This design comes from an exercise in tuning for small area and a short achievable clock period on the open sky130 flow, not from production work.
The RTL was checked by simulation tests, not by an equivalence proof against the original design.
Power and IR drop assume default switching activity.

==> inputs of run a <==
==> flow/design.v (excerpt) <==
module adder_tree_25 (
    input  wire         clk,
    input  wire         rst,
    input  wire         data_v,
    input  wire [399:0] elems,
    output wire [15:0]  sum,
    output wire         sum_valid
);
clock: 3.0 ns
lec_check: 0
cap_margin: 20
core_margin: 2
core_utilization: 40
setup_slack_margin: 1.3
slew_margin: 20
synth_hierarchical: 1
standard.sh (not shown) runs the stock make flow with config.mk's settings and CLKGATE_MAP_FILE= SYNTH_SCRIPT=/design/flow/synth_recipe.tcl, a recipe that flattens the netlist after the stock synthesis.
==> flow/flow/run.sh <==
#!/bin/bash
# The standard layout, with buf_1 as the port buffer cell instead of the
# cell buffer_ports picks by itself (clkdlybuf4s50_1, 2.7x the area)
set -euo pipefail
export BUFFER_PORTS_ARGS="-buffer_cell sky130_fd_sc_hd__buf_1"
bash standard.sh > standard_flow.log 2>&1
==> run b (differences from run a) <==
--- a/flow/design.v
+++ b/flow/design.v
@@ -326,20 +326,19 @@
     reg r2_14_2;
     reg r2_15_0;
     reg r2_15_1;
     reg r3_0_0;
     reg r3_1_0;
     reg r3_2_0;
     reg r3_3_0;
-    reg r3_3_1;
     reg r3_4_0;
     reg r3_5_0;
-    reg r3_5_1;
     reg r3_6_0;
     reg r3_6_1;
+    reg r3_6_2;
     reg r3_7_0;
     reg r3_7_1;
     reg r3_8_0;
     reg r3_8_1;
     reg r3_9_0;
     reg r3_9_1;
     reg r3_10_0;
@@ -1049,14 +1048,16 @@
     wire c693;
     wire s694;
     wire c695;
     wire s696;
     wire c697;
     wire x698;
     wire [15:0] cpa_a, cpa_b;
+    wire [6:0] lo_add;
+    wire [10:0] hi_add;
     csa_fa u_s1 (.a(elems[0]), .b(elems[112]), .c(elems[128]), .s(s1), .co(c2));
     csa_fa u_s3 (.a(elems[144]), .b(elems[160]), .c(elems[16]), .s(s3), .co(c4));
     csa_fa u_s5 (.a(elems[176]), .b(elems[192]), .c(elems[208]), .s(s5), .co(c6));
     csa_fa u_s7 (.a(elems[224]), .b(elems[240]), .c(elems[256]), .s(s7), .co(c8));
     csa_fa u_s9 (.a(elems[272]), .b(elems[288]), .c(elems[304]), .s(s9), .co(c10));
     csa_fa u_s11 (.a(elems[320]), .b(elems[32]), .c(elems[336]), .s(s11), .co(c12));
     csa_fa u_s13 (.a(elems[352]), .b(elems[368]), .c(elems[384]), .s(s13), .co(c14));
@@ -1421,16 +1422,18 @@
     csa_fa u_s686 (.a(r2_9_0), .b(r2_9_1), .c(r2_9_2), .s(s686), .co(c687));
     csa_fa u_s688 (.a(r2_10_0), .b(r2_10_1), .c(r2_10_2), .s(s688), .co(c689));
     csa_fa u_s690 (.a(r2_11_0), .b(r2_11_1), .c(r2_11_2), .s(s690), .co(c691));
     csa_fa u_s692 (.a(r2_12_0), .b(r2_12_1), .c(r2_12_2), .s(s692), .co(c693));
     csa_fa u_s694 (.a(r2_13_0), .b(r2_13_1), .c(r2_13_2), .s(s694), .co(c695));
     csa_fa u_s696 (.a(r2_14_0), .b(r2_14_1), .c(r2_14_2), .s(s696), .co(c697));
     assign x698 = r2_15_0 ^ r2_15_1;
-    assign cpa_a = {r3_15_0, r3_14_0, r3_13_0, r3_12_0, r3_11_0, r3_10_0, r3_9_0, r3_8_0, r3_7_0, r3_6_0, r3_5_0, r3_4_0, r3_3_0, r3_2_0, r3_1_0, r3_0_0};
-    assign cpa_b = {r3_15_1, r3_14_1, r3_13_1, r3_12_1, r3_11_1, r3_10_1, r3_9_1, r3_8_1, r3_7_1, r3_6_1, r3_5_1, 1'b0, r3_3_1, 1'b0, 1'b0, 1'b0};
+    assign lo_add = {1'b0, c677, s676, r2_3_0, r2_2_0, r2_1_0, r2_0_0} + {1'b0, s678, 1'b0, r2_3_1, 1'b0, 1'b0, 1'b0};
+    assign hi_add = {r3_15_0, r3_14_0, r3_13_0, r3_12_0, r3_11_0, r3_10_0, r3_9_0, r3_8_0, r3_7_0, r3_6_0, 1'b1} + {r3_15_1, r3_14_1, r3_13_1, r3_12_1, r3_11_1, r3_10_1, r3_9_1, r3_8_1, r3_7_1, r3_6_1, r3_6_2};
+    assign cpa_a = {hi_add[10:1], r3_5_0, r3_4_0, r3_3_0, r3_2_0, r3_1_0, r3_0_0};
+    assign cpa_b = 16'd0;
     always @(posedge clk) begin
         r0_0_0 <= s17;
         r0_0_1 <= s19;
         r0_0_2 <= s21;
         r0_1_0 <= s35;
         r0_1_1 <= s37;
         r0_1_2 <= c18;
@@ -1726,24 +1729,23 @@
         r2_13_1 <= c658;
         r2_13_2 <= s663;
         r2_14_0 <= s667;
         r2_14_1 <= c664;
         r2_14_2 <= s669;
         r2_15_0 <= c670;
         r2_15_1 <= x675;
-        r3_0_0 <= r2_0_0;
-        r3_1_0 <= r2_1_0;
-        r3_2_0 <= r2_2_0;
-        r3_3_0 <= r2_3_0;
-        r3_3_1 <= r2_3_1;
-        r3_4_0 <= s676;
-        r3_5_0 <= c677;
-        r3_5_1 <= s678;
+        r3_0_0 <= lo_add[0];
+        r3_1_0 <= lo_add[1];
+        r3_2_0 <= lo_add[2];
+        r3_3_0 <= lo_add[3];
+        r3_4_0 <= lo_add[4];
+        r3_5_0 <= lo_add[5];
         r3_6_0 <= c679;
         r3_6_1 <= s680;
+        r3_6_2 <= lo_add[6];
         r3_7_0 <= c681;
         r3_7_1 <= s682;
         r3_8_0 <= c683;
         r3_8_1 <= s684;
         r3_9_0 <= c685;
         r3_9_1 <= s686;
         r3_10_0 <= c687;
@@ -1756,10 +1758,10 @@
         r3_13_1 <= s694;
         r3_14_0 <= c695;
         r3_14_1 <= s696;
         r3_15_0 <= c697;
         r3_15_1 <= x698;
     end
     reg [15:0] sum_q;
-    always @(posedge clk) sum_q <= cpa_a + cpa_b;
+    always @(posedge clk) sum_q <= cpa_a;
     assign sum = sum_q;
 endmodule
==> flow/config.mk (replaced) <==
export PLATFORM = sky130hd
export DESIGN_NAME = adder_tree_25
export DESIGN_NICKNAME = adder_tree_25
export VERILOG_FILES = /design/flow/design.v
export SDC_FILE = /design/flow/constraint.sdc
export NUM_CORES = 4
export LEC_CHECK = 0
export CAP_MARGIN = 20
export CORE_MARGIN = 2
export CORE_UTILIZATION = 60
export SETUP_SLACK_MARGIN = 1.35
export SLEW_MARGIN = 20
export SYNTH_HIERARCHICAL = 1
==> run c (differences from run a) <==
--- a/flow/design.v
+++ b/flow/design.v
@@ -326,20 +326,19 @@
     reg r2_14_2;
     reg r2_15_0;
     reg r2_15_1;
     reg r3_0_0;
     reg r3_1_0;
     reg r3_2_0;
     reg r3_3_0;
-    reg r3_3_1;
     reg r3_4_0;
     reg r3_5_0;
-    reg r3_5_1;
     reg r3_6_0;
     reg r3_6_1;
+    reg r3_6_2;
     reg r3_7_0;
     reg r3_7_1;
     reg r3_8_0;
     reg r3_8_1;
     reg r3_9_0;
     reg r3_9_1;
     reg r3_10_0;
@@ -1049,14 +1048,16 @@
     wire c693;
     wire s694;
     wire c695;
     wire s696;
     wire c697;
     wire x698;
     wire [15:0] cpa_a, cpa_b;
+    wire [6:0] lo_add;
+    wire [10:0] hi_add;
     csa_fa u_s1 (.a(elems[0]), .b(elems[112]), .c(elems[128]), .s(s1), .co(c2));
     csa_fa u_s3 (.a(elems[144]), .b(elems[160]), .c(elems[16]), .s(s3), .co(c4));
     csa_fa u_s5 (.a(elems[176]), .b(elems[192]), .c(elems[208]), .s(s5), .co(c6));
     csa_fa u_s7 (.a(elems[224]), .b(elems[240]), .c(elems[256]), .s(s7), .co(c8));
     csa_fa u_s9 (.a(elems[272]), .b(elems[288]), .c(elems[304]), .s(s9), .co(c10));
     csa_fa u_s11 (.a(elems[320]), .b(elems[32]), .c(elems[336]), .s(s11), .co(c12));
     csa_fa u_s13 (.a(elems[352]), .b(elems[368]), .c(elems[384]), .s(s13), .co(c14));
@@ -1421,16 +1422,18 @@
     csa_fa u_s686 (.a(r2_9_0), .b(r2_9_1), .c(r2_9_2), .s(s686), .co(c687));
     csa_fa u_s688 (.a(r2_10_0), .b(r2_10_1), .c(r2_10_2), .s(s688), .co(c689));
     csa_fa u_s690 (.a(r2_11_0), .b(r2_11_1), .c(r2_11_2), .s(s690), .co(c691));
     csa_fa u_s692 (.a(r2_12_0), .b(r2_12_1), .c(r2_12_2), .s(s692), .co(c693));
     csa_fa u_s694 (.a(r2_13_0), .b(r2_13_1), .c(r2_13_2), .s(s694), .co(c695));
     csa_fa u_s696 (.a(r2_14_0), .b(r2_14_1), .c(r2_14_2), .s(s696), .co(c697));
     assign x698 = r2_15_0 ^ r2_15_1;
-    assign cpa_a = {r3_15_0, r3_14_0, r3_13_0, r3_12_0, r3_11_0, r3_10_0, r3_9_0, r3_8_0, r3_7_0, r3_6_0, r3_5_0, r3_4_0, r3_3_0, r3_2_0, r3_1_0, r3_0_0};
-    assign cpa_b = {r3_15_1, r3_14_1, r3_13_1, r3_12_1, r3_11_1, r3_10_1, r3_9_1, r3_8_1, r3_7_1, r3_6_1, r3_5_1, 1'b0, r3_3_1, 1'b0, 1'b0, 1'b0};
+    assign lo_add = {1'b0, c677, s676, r2_3_0, r2_2_0, r2_1_0, r2_0_0} + {1'b0, s678, 1'b0, r2_3_1, 1'b0, 1'b0, 1'b0};
+    assign hi_add = {r3_15_0, r3_14_0, r3_13_0, r3_12_0, r3_11_0, r3_10_0, r3_9_0, r3_8_0, r3_7_0, r3_6_0, 1'b1} + {r3_15_1, r3_14_1, r3_13_1, r3_12_1, r3_11_1, r3_10_1, r3_9_1, r3_8_1, r3_7_1, r3_6_1, r3_6_2};
+    assign cpa_a = {hi_add[10:1], r3_5_0, r3_4_0, r3_3_0, r3_2_0, r3_1_0, r3_0_0};
+    assign cpa_b = 16'd0;
     always @(posedge clk) begin
         r0_0_0 <= s17;
         r0_0_1 <= s19;
         r0_0_2 <= s21;
         r0_1_0 <= s35;
         r0_1_1 <= s37;
         r0_1_2 <= c18;
@@ -1726,24 +1729,23 @@
         r2_13_1 <= c658;
         r2_13_2 <= s663;
         r2_14_0 <= s667;
         r2_14_1 <= c664;
         r2_14_2 <= s669;
         r2_15_0 <= c670;
         r2_15_1 <= x675;
-        r3_0_0 <= r2_0_0;
-        r3_1_0 <= r2_1_0;
-        r3_2_0 <= r2_2_0;
-        r3_3_0 <= r2_3_0;
-        r3_3_1 <= r2_3_1;
-        r3_4_0 <= s676;
-        r3_5_0 <= c677;
-        r3_5_1 <= s678;
+        r3_0_0 <= lo_add[0];
+        r3_1_0 <= lo_add[1];
+        r3_2_0 <= lo_add[2];
+        r3_3_0 <= lo_add[3];
+        r3_4_0 <= lo_add[4];
+        r3_5_0 <= lo_add[5];
         r3_6_0 <= c679;
         r3_6_1 <= s680;
+        r3_6_2 <= lo_add[6];
         r3_7_0 <= c681;
         r3_7_1 <= s682;
         r3_8_0 <= c683;
         r3_8_1 <= s684;
         r3_9_0 <= c685;
         r3_9_1 <= s686;
         r3_10_0 <= c687;
@@ -1756,10 +1758,10 @@
         r3_13_1 <= s694;
         r3_14_0 <= c695;
         r3_14_1 <= s696;
         r3_15_0 <= c697;
         r3_15_1 <= x698;
     end
     reg [15:0] sum_q;
-    always @(posedge clk) sum_q <= cpa_a + cpa_b;
+    always @(posedge clk) sum_q <= cpa_a;
     assign sum = sum_q;
 endmodule
==> flow/config.mk (replaced) <==
export PLATFORM = sky130hd
export DESIGN_NAME = adder_tree_25
export DESIGN_NICKNAME = adder_tree_25
export VERILOG_FILES = /design/flow/design.v
export SDC_FILE = /design/flow/constraint.sdc
export NUM_CORES = 4
export LEC_CHECK = 0
export CAP_MARGIN = 20
export CORE_MARGIN = 2
export CORE_UTILIZATION = 60
export CTS_BUF_LIST = sky130_fd_sc_hd__clkbuf_16
export CTS_CLUSTER_DIAMETER = 80
export CTS_CLUSTER_SIZE = 30
export SETUP_SLACK_MARGIN = 1.4
export SLEW_MARGIN = 20
export SYNTH_HIERARCHICAL = 1
==> comparison <==
Run b went through all stages and came out clean. Run a completed with no timing, DRC or antenna violations. Run c passed the timing, design-rule and antenna checks. Global-route usage: run a < run c < run b. Between run a and run b, the lower die area is in run b (gap about 50%, measured against run b). In run c the via count is smaller than in run a, by about 3.2%. In synthesized cell count, run c and run b do not differ. Core utilization, lowest first: run a, run c, run b. Of run b and run a, run b has the higher non-clock buffer count (gap 1). The lowest sequential share of layout area belongs to run a, the highest to run c. Of run c and run b, run c has the higher hold slack (gap 0.0017 ns). Of run a and run c, run c has the higher register-to-register slack (gap 0.32 ns). The highest power belongs to run a, the lowest to run c. Against run b, the final area of run c is lower by about 3.7%.

-- separate check: timing with driven ports --
No port has a modelled driver above. Below, the same layouts with a new extraction and two added sets of constraints. Step 1: set_driving_cell puts a clkbuf_16 on clk and a buf_2 on each other input, an assumption about the parent block. Step 2, shift: input delay + t, output delay - t, t = (earliest + latest rising clock arrival at the registers) / 2. This alone moves slack from input paths to output paths. a / b / c = ideal / step 1 / step 2; a / b = the first two.
run	t, ns	setup slack, ns	worst hold slack (ns)
run a	0.554	1.113 / 1.113 / 1.094	0.309 / 0.283 / 0.325
run b	0.542	1.393 / 1.344 / 1.125	0.306 / 0.298 / 0.326
run c	0.526	1.397 / 1.348 / 1.083	0.308 / 0.296 / 0.338
After both steps every run listed still meets setup and hold. For run c, which loses most, drivers alone change the setup slack by -0.049 ns; drivers and shift together by -0.314 ns.
